This design comes from an exercise in tuning for small area, a short achievable clock period and few clock cycles per item on the open sky130 flow, not from production work.
Function was checked by simulation only, so behaviour that the tests miss may differ from the original.

==> 03-06 <==
==> flow/design.v <==
package sudoku_pkg;
    localparam int BOX = 3;
    localparam int D = BOX * BOX;
    localparam int CELLS = D * D;
    typedef logic [D-1:0] cand_t;
    typedef enum logic [1:0] {SOLVED, STALLED, CONTRADICTION, TIMEOUT} scan_status_t;
    function automatic int cell_off(input int r, input int c, input int n);
        cell_off = (r * n + c) * n;
    endfunction
    function automatic int box_pos(input int b);
        case (b)
            5: box_pos = 0;
            7: box_pos = 1;
            8: box_pos = 2;
            6: box_pos = 8;
            default: box_pos = b + 3;
        endcase
    endfunction
    function automatic logic multi9(input logic [8:0] x);
        logic a0, a1, a2, m0, m1, m2;
        a0 = x[0] | x[1] | x[2];
        a1 = x[3] | x[4] | x[5];
        a2 = x[6] | x[7] | x[8];
        m0 = (x[0] & x[1]) | (x[0] & x[2]) | (x[1] & x[2]);
        m1 = (x[3] & x[4]) | (x[3] & x[5]) | (x[4] & x[5]);
        m2 = (x[6] & x[7]) | (x[6] & x[8]) | (x[7] & x[8]);
        multi9 = m0 | m1 | m2 | (a0 & a1) | (a0 & a2) | (a1 & a2);
    endfunction
endpackage
module sweep_cell_update #(
    parameter int N = 9
) (
    input  logic [N-1:0] i_Cell,
    input  logic [N-1:0] i_Agg,
    input  logic         i_Keep,
    output logic [N-1:0] o_Cell,
    output logic         o_Multi,    
    output logic         o_Changed
);
    logic keep;
    assign keep = i_Keep | ~sudoku_pkg::multi9(i_Cell);
    assign o_Cell = keep ? i_Cell : (i_Cell & ~i_Agg);
    assign o_Multi = sudoku_pkg::multi9(o_Cell);
    assign o_Changed = ~keep & ((i_Cell & i_Agg) != '0);
endmodule
module sudoku_sweep_engine #(
    parameter int BOX = 3,
    parameter int MAX_SWEEPS = 32,
    localparam int N = BOX * BOX,
    localparam int BW = $clog2(N),
    localparam int SW = $clog2(MAX_SWEEPS + 1)
) (
    input  logic             i_Clk,
    input  logic             i_Reset,
    input  logic             i_Start,
    input  logic [N*N*N-1:0] i_Grid,
    output logic             o_Busy,
    output logic             o_Done,
    output logic [1:0]       o_Status,
    output logic [SW-1:0]    o_Sweeps,
    output logic [N*N*N-1:0] o_Grid
);
    localparam int TAIL = 3;   
    logic run, start, first, kill;
    logic [N*N*N-1:0] grid_q;
    logic [SW-1:0] sweeps_q;
    logic [1:0] status_q, status;
    logic [N-1:0] chg_box;   
    logic [N*N-1:0] chg_tail, chg_hd;
    logic [N*N*N-1:0] grid_new, grid_next, grid_post;
    logic [N*N*N-1:0] sol_pre, sol_post;
    logic [N*N-1:0] multi_pre, multi_post, multi_new, cell_zero;
    logic [N*BOX*N-1:0] rseg_pre, rseg_post, cseg_pre, cseg_post;
    logic [N*N-1:0] box_pre;
    assign start = i_Start & ~o_Busy;
    assign o_Busy = run & ~kill;
    assign o_Done = run & kill;
    assign o_Grid = grid_new;
    assign o_Sweeps = run ? sweeps_q + SW'(1) : sweeps_q;
    assign o_Status = run ? status : status_q;
    function automatic logic [N*N-1:0] box_mask(input int b);
        box_mask = '0;
        for (int i = 0; i < N; i++)
            box_mask[((b/BOX)*BOX + i/BOX)*N + (b%BOX)*BOX + i%BOX] = 1'b1;
    endfunction
    genvar r, c, k;
    generate
        for (r = 0; r < N; r++) begin : g_r
            for (c = 0; c < N; c++) begin : g_c
                localparam int O = sudoku_pkg::cell_off(r, c, N);
                assign multi_pre[r*N + c] = sudoku_pkg::multi9(grid_q[O +: N]);
                assign sol_pre[O +: N] = multi_pre[r*N + c] ? '0 : grid_q[O +: N];
                assign sol_post[O +: N] = multi_post[r*N + c] ? '0 : grid_post[O +: N];
            end
        end
        for (r = 0; r < N; r++) begin : g_rs
            for (k = 0; k < BOX; k++) begin : g_k
                assign rseg_pre[(r*BOX + k)*N +: N] =
                    sol_pre[sudoku_pkg::cell_off(r, k*BOX, N) +: N] |
                    sol_pre[sudoku_pkg::cell_off(r, k*BOX + 1, N) +: N] |
                    sol_pre[sudoku_pkg::cell_off(r, k*BOX + 2, N) +: N];
                assign rseg_post[(r*BOX + k)*N +: N] =
                    sol_post[sudoku_pkg::cell_off(r, k*BOX, N) +: N] |
                    sol_post[sudoku_pkg::cell_off(r, k*BOX + 1, N) +: N] |
                    sol_post[sudoku_pkg::cell_off(r, k*BOX + 2, N) +: N];
            end
        end
        for (c = 0; c < N; c++) begin : g_cs
            for (k = 0; k < BOX; k++) begin : g_k
                assign cseg_pre[(c*BOX + k)*N +: N] =
                    sol_pre[sudoku_pkg::cell_off(k*BOX, c, N) +: N] |
                    sol_pre[sudoku_pkg::cell_off(k*BOX + 1, c, N) +: N] |
                    sol_pre[sudoku_pkg::cell_off(k*BOX + 2, c, N) +: N];
                assign cseg_post[(c*BOX + k)*N +: N] =
                    sol_post[sudoku_pkg::cell_off(k*BOX, c, N) +: N] |
                    sol_post[sudoku_pkg::cell_off(k*BOX + 1, c, N) +: N] |
                    sol_post[sudoku_pkg::cell_off(k*BOX + 2, c, N) +: N];
            end
        end
        for (r = 0; r < BOX; r++) begin : g_br
            for (c = 0; c < BOX; c++) begin : g_bc
                localparam int B = r*BOX + c;
                logic [BOX*N-1:0] row_agg, col_agg;
                logic [N-1:0] box_or;
                assign box_or = rseg_pre[((r*BOX + 0)*BOX + c)*N +: N] |
                                rseg_pre[((r*BOX + 1)*BOX + c)*N +: N] |
                                rseg_pre[((r*BOX + 2)*BOX + c)*N +: N];
                for (k = 0; k < BOX; k++) begin : g_k
                    logic [BOX*N-1:0] rt, ct;
                    genvar j;
                    for (j = 0; j < BOX; j++) begin : g_j
                        assign rt[j*N +: N] = j == c ? '0 : sudoku_pkg::box_pos(r*BOX + j) < sudoku_pkg::box_pos(B) ?
                            rseg_post[((r*BOX + k)*BOX + j)*N +: N] : rseg_pre[((r*BOX + k)*BOX + j)*N +: N];
                        assign ct[j*N +: N] = j == r ? '0 : sudoku_pkg::box_pos(j*BOX + c) < sudoku_pkg::box_pos(B) ?
                            cseg_post[((c*BOX + k)*BOX + j)*N +: N] : cseg_pre[((c*BOX + k)*BOX + j)*N +: N];
                    end
                    assign row_agg[k*N +: N] = rt[0 +: N] | rt[N +: N] | rt[2*N +: N] | box_or;
                    assign col_agg[k*N +: N] = ct[0 +: N] | ct[N +: N] | ct[2*N +: N];
                end
                for (k = 0; k < N; k++) begin : g_cell
                    localparam int CR = r*BOX + k/BOX;
                    localparam int CC = c*BOX + k%BOX;
                    localparam int O = sudoku_pkg::cell_off(CR, CC, N);
                    logic [N-1:0] cell_new;
                    logic cell_chg;
                    sweep_cell_update #(.N(N)) u_cell (
                        .i_Cell   (grid_q[O +: N]),
                        .i_Agg    (row_agg[(k/BOX)*N +: N] | col_agg[(k%BOX)*N +: N]),
                        .i_Keep   (sudoku_pkg::box_pos(B) < TAIL ? ~run | first : ~run),
                        .o_Cell   (cell_new),
                        .o_Multi  (multi_post[CR*N + CC]),
                        .o_Changed(cell_chg)
                    );
                    assign grid_post[O +: N] = cell_new;
                    if (sudoku_pkg::box_pos(B) < TAIL) begin : g_tail
                        assign grid_new[O +: N] = cell_new;
                        assign grid_next[O +: N] = cell_new;
                        assign chg_tail[CR*N + CC] = cell_chg;
                        assign chg_hd[CR*N + CC] = 1'b0;
                        assign multi_new[CR*N + CC] = multi_post[CR*N + CC];
                    end else begin : g_head
                        assign grid_new[O +: N] = grid_q[O +: N];
                        assign grid_next[O +: N] = grid_q[O +: N] & (cell_new | {N{kill}});
                        assign chg_tail[CR*N + CC] = 1'b0;
                        assign chg_hd[CR*N + CC] = cell_chg;
                        assign multi_new[CR*N + CC] = multi_pre[CR*N + CC];
                    end
                    assign cell_zero[CR*N + CC] = grid_new[O +: N] == '0;
                end
            end
        end
    endgenerate
    logic any_zero, all_one, chg, last, term;
    logic zero_e, multi_e, chg_e, zero_8, multi_8, chg_8;
    assign zero_e = |(cell_zero & ~box_mask(8));
    assign multi_e = |(multi_new & ~box_mask(8));
    assign chg_e = (|chg_box) | (|(chg_tail & ~box_mask(8)));
    assign zero_8 = |(cell_zero & box_mask(8));
    assign multi_8 = |(multi_new & box_mask(8));
    assign chg_8 = |(chg_tail & box_mask(8));
    assign any_zero = zero_e | zero_8;
    assign all_one = ~multi_e & ~multi_8;
    assign chg = chg_e | chg_8;
    assign last = sweeps_q == SW'(MAX_SWEEPS - 1);
    assign term = any_zero | all_one | ~chg | last;
    assign kill = ~first & term;
    assign status = {any_zero | (~all_one & chg), ~any_zero & ~all_one};
    always_ff @(posedge i_Clk or posedge i_Reset) begin
        if (i_Reset) begin
            run <= 1'b0;
        end else begin
            if (start) run <= 1'b1;
            else if (kill) run <= 1'b0;
        end
    end
    always_ff @(posedge i_Clk) begin
        grid_q <= start ? i_Grid : grid_next;
        first <= start;
        for (int b = 0; b < N; b++)
            chg_box[b] <= |(chg_hd & box_mask(b));
        if (start) sweeps_q <= '0;
        else if (run & ~first) sweeps_q <= sweeps_q + SW'(1);
        if (run) status_q <= status;
    end
endmodule
==> flow/run.sh <==
#!/bin/bash
# synth_recipe.tcl (not shown) runs the flow's synth.tcl, then flattens the netlist and writes it again
# the make line also repeats each setting of config.mk as NAME=value (left out here)
make -C /OpenROAD-flow-scripts/flow DESIGN_CONFIG=/design/flow/config.mk WORK_HOME=/design/flow/orfs CLKGATE_MAP_FILE= SYNTH_SCRIPT=/design/flow/synth_recipe.tcl finish
==> flow/config.mk <==
export PLATFORM = sky130hd
export DESIGN_NAME = sudoku_sweep_engine
export DESIGN_NICKNAME = sudoku_sweep_engine
export VERILOG_FILES = /design/flow/design.v
export SDC_FILE = /design/flow/constraint.sdc
export NUM_CORES = 4
export LEC_CHECK = 0
export ABC_AREA = 1
export CAP_MARGIN = 25
export CORE_MARGIN = 2
export CORE_UTILIZATION = 40
export SLEW_MARGIN = 25
==> flow/constraint.sdc <==
create_clock -name core_clock -period 9.0 [get_ports {i_Clk}]
set_input_delay 1.8000 -clock core_clock [delete_from_list [all_inputs] [get_ports {i_Clk}]]
set_output_delay 1.8000 -clock core_clock [all_outputs]
set_load 0.01 [all_outputs]
==> 09-21 (differences from 03-06) <==
--- a/flow/design.v
+++ b/flow/design.v
@@ -17,5 +17,5 @@
         endcase
     endfunction
-    function automatic logic multi9(input logic [8:0] x);
+    function automatic logic [1:0] count9(input logic [8:0] x);
         logic a0, a1, a2, m0, m1, m2;
         a0 = x[0] | x[1] | x[2];
@@ -25,5 +25,5 @@
         m1 = (x[3] & x[4]) | (x[3] & x[5]) | (x[4] & x[5]);
         m2 = (x[6] & x[7]) | (x[6] & x[8]) | (x[7] & x[8]);
-        multi9 = m0 | m1 | m2 | (a0 & a1) | (a0 & a2) | (a1 & a2);
+        count9 = {~(a0 | a1 | a2), m0 | m1 | m2 | (a0 & a1) | (a0 & a2) | (a1 & a2)};
     endfunction
 endpackage
@@ -32,15 +32,19 @@
 ) (
     input  logic [N-1:0] i_Cell,
+    input  logic         i_Multi,    
     input  logic [N-1:0] i_Agg,
     input  logic         i_Keep,
     output logic [N-1:0] o_Cell,
     output logic         o_Multi,    
+    output logic         o_Zero,     
     output logic         o_Changed
 );
     logic keep;
-    assign keep = i_Keep | ~sudoku_pkg::multi9(i_Cell);
-    assign o_Cell = keep ? i_Cell : (i_Cell & ~i_Agg);
-    assign o_Multi = sudoku_pkg::multi9(o_Cell);
-    assign o_Changed = ~keep & ((i_Cell & i_Agg) != '0);
+    logic [N-1:0] hit;
+    assign keep = i_Keep | ~i_Multi;
+    assign hit = i_Cell & i_Agg;
+    assign o_Cell = keep ? i_Cell : (i_Cell & ~hit);
+    assign {o_Zero, o_Multi} = sudoku_pkg::count9(o_Cell);
+    assign o_Changed = ~keep & (hit != '0);
 endmodule
 module sudoku_sweep_engine #(
@@ -70,5 +74,5 @@
     logic [N*N*N-1:0] grid_new, grid_next, grid_post;
     logic [N*N*N-1:0] sol_pre, sol_post;
-    logic [N*N-1:0] multi_pre, multi_post, multi_new, cell_zero;
+    logic [N*N-1:0] multi_pre, multi_post, multi_new, zero_pre, zero_post, cell_zero;
     logic [N*BOX*N-1:0] rseg_pre, rseg_post, cseg_pre, cseg_post;
     logic [N*N-1:0] box_pre;
@@ -89,5 +93,5 @@
             for (c = 0; c < N; c++) begin : g_c
                 localparam int O = sudoku_pkg::cell_off(r, c, N);
-                assign multi_pre[r*N + c] = sudoku_pkg::multi9(grid_q[O +: N]);
+                assign {zero_pre[r*N + c], multi_pre[r*N + c]} = sudoku_pkg::count9(grid_q[O +: N]);
                 assign sol_pre[O +: N] = multi_pre[r*N + c] ? '0 : grid_q[O +: N];
                 assign sol_post[O +: N] = multi_post[r*N + c] ? '0 : grid_post[O +: N];
@@ -146,8 +150,10 @@
                     sweep_cell_update #(.N(N)) u_cell (
                         .i_Cell   (grid_q[O +: N]),
+                        .i_Multi  (multi_pre[CR*N + CC]),
                         .i_Agg    (row_agg[(k/BOX)*N +: N] | col_agg[(k%BOX)*N +: N]),
                         .i_Keep   (sudoku_pkg::box_pos(B) < TAIL ? ~run | first : ~run),
                         .o_Cell   (cell_new),
                         .o_Multi  (multi_post[CR*N + CC]),
+                        .o_Zero   (zero_post[CR*N + CC]),
                         .o_Changed(cell_chg)
                     );
@@ -159,4 +165,5 @@
                         assign chg_hd[CR*N + CC] = 1'b0;
                         assign multi_new[CR*N + CC] = multi_post[CR*N + CC];
+                        assign cell_zero[CR*N + CC] = zero_post[CR*N + CC];
                     end else begin : g_head
                         assign grid_new[O +: N] = grid_q[O +: N];
@@ -165,6 +172,6 @@
                         assign chg_hd[CR*N + CC] = cell_chg;
                         assign multi_new[CR*N + CC] = multi_pre[CR*N + CC];
+                        assign cell_zero[CR*N + CC] = zero_pre[CR*N + CC];
                     end
-                    assign cell_zero[CR*N + CC] = grid_new[O +: N] == '0;
                 end
             end
CAP_MARGIN = 30   (was 25)
CORE_UTILIZATION = 32   (was 40)
SETUP_SLACK_MARGIN = 1.0   (was not set)
SLEW_MARGIN = 40   (was 25)
==> run_results.csv <==
group,metric,value,unit
synth,yosys.area_share.adder,0.01763,%
synth,synth.lib_cells_used.distinct,58,
floorplanning,row_count,172,
synth,synth_xor_xnor_area_share,0.07405,%
place,place_congestion,1.254,
global_route,global_route.overflow_total,0,
global_route,global_route.usage.met2,79.87,%
synth,synth_compound_gate_area_share,12.35,%
outcome,status,"no timing/DRC/antenna violations",
synth,mappedNetlistNets,14260,
synth,post_synth_main_area_contributors,"nand2_1 (30%), dfxtp_1 (21%), nand3_1 (14%), nor2_1 (6.1%), inv_1 (5.8%)",
(the above is from 09-21)
==> run_results.csv <==
group,metric,value,unit
outcome,status,"stopped before the end",
outcome,lastStage,"global routing",
outcome,first-error,"[ERROR GRT-0232] Routing congestion too high. Check the congestion heatmap in the GUI.",
synth,synth_xor_xnor_area_share,0.07229,%
clock_tree,clk_root_buffer_cell,"clkbuf_16",
synth,synth.lib_cells_used.distinct,64,
synth,mappedNetlistNets,14410,
synth,synth_compound_gate_area_share,11.09,%
place,place_congestion,1.397,
global_route,global_route.usage.met2,88.23,%
synth,post_synth_main_area_contributors,"nand2_1 (31%), dfxtp_1 (20%), nand3_1 (14%), inv_1 (5.8%), nor2_1 (5.5%)",
floorplanning,row_count,156,
(the above is from 03-06)
Testbench counts of 03-06, summed over its fixed seeds: cycles 11,491, puzzles 2,400.
Testbench counts of 09-21, summed over its fixed seeds: cycles 11,491, puzzles 2,400.

[static timing again, ports no longer ideal]
Ports are ideal in the flow. The routed layout listed here was re-timed in OpenROAD. Step 1: set_driving_cell puts a clkbuf_16 on i_Clk and a buf_2 on each other input, an assumption about the parent block. Step 2, shift: input delay + t, output delay - t, t = (earliest + latest rising clock arrival at the registers) / 2. This alone moves slack from input paths to output paths. Slacks: no drivers / after step 1 / after step 2; pairs: no drivers / after step 1.
run: 09-21
shift t [ns]: 0.919
setup slack, ns: 0.860 / 0.753 / 0.921
cell pins on the clock port's net: 1
After both steps 09-21 still meets setup and hold. For 09-21, drivers alone change the setup slack by -0.107 ns; drivers and shift together by +0.061 ns.
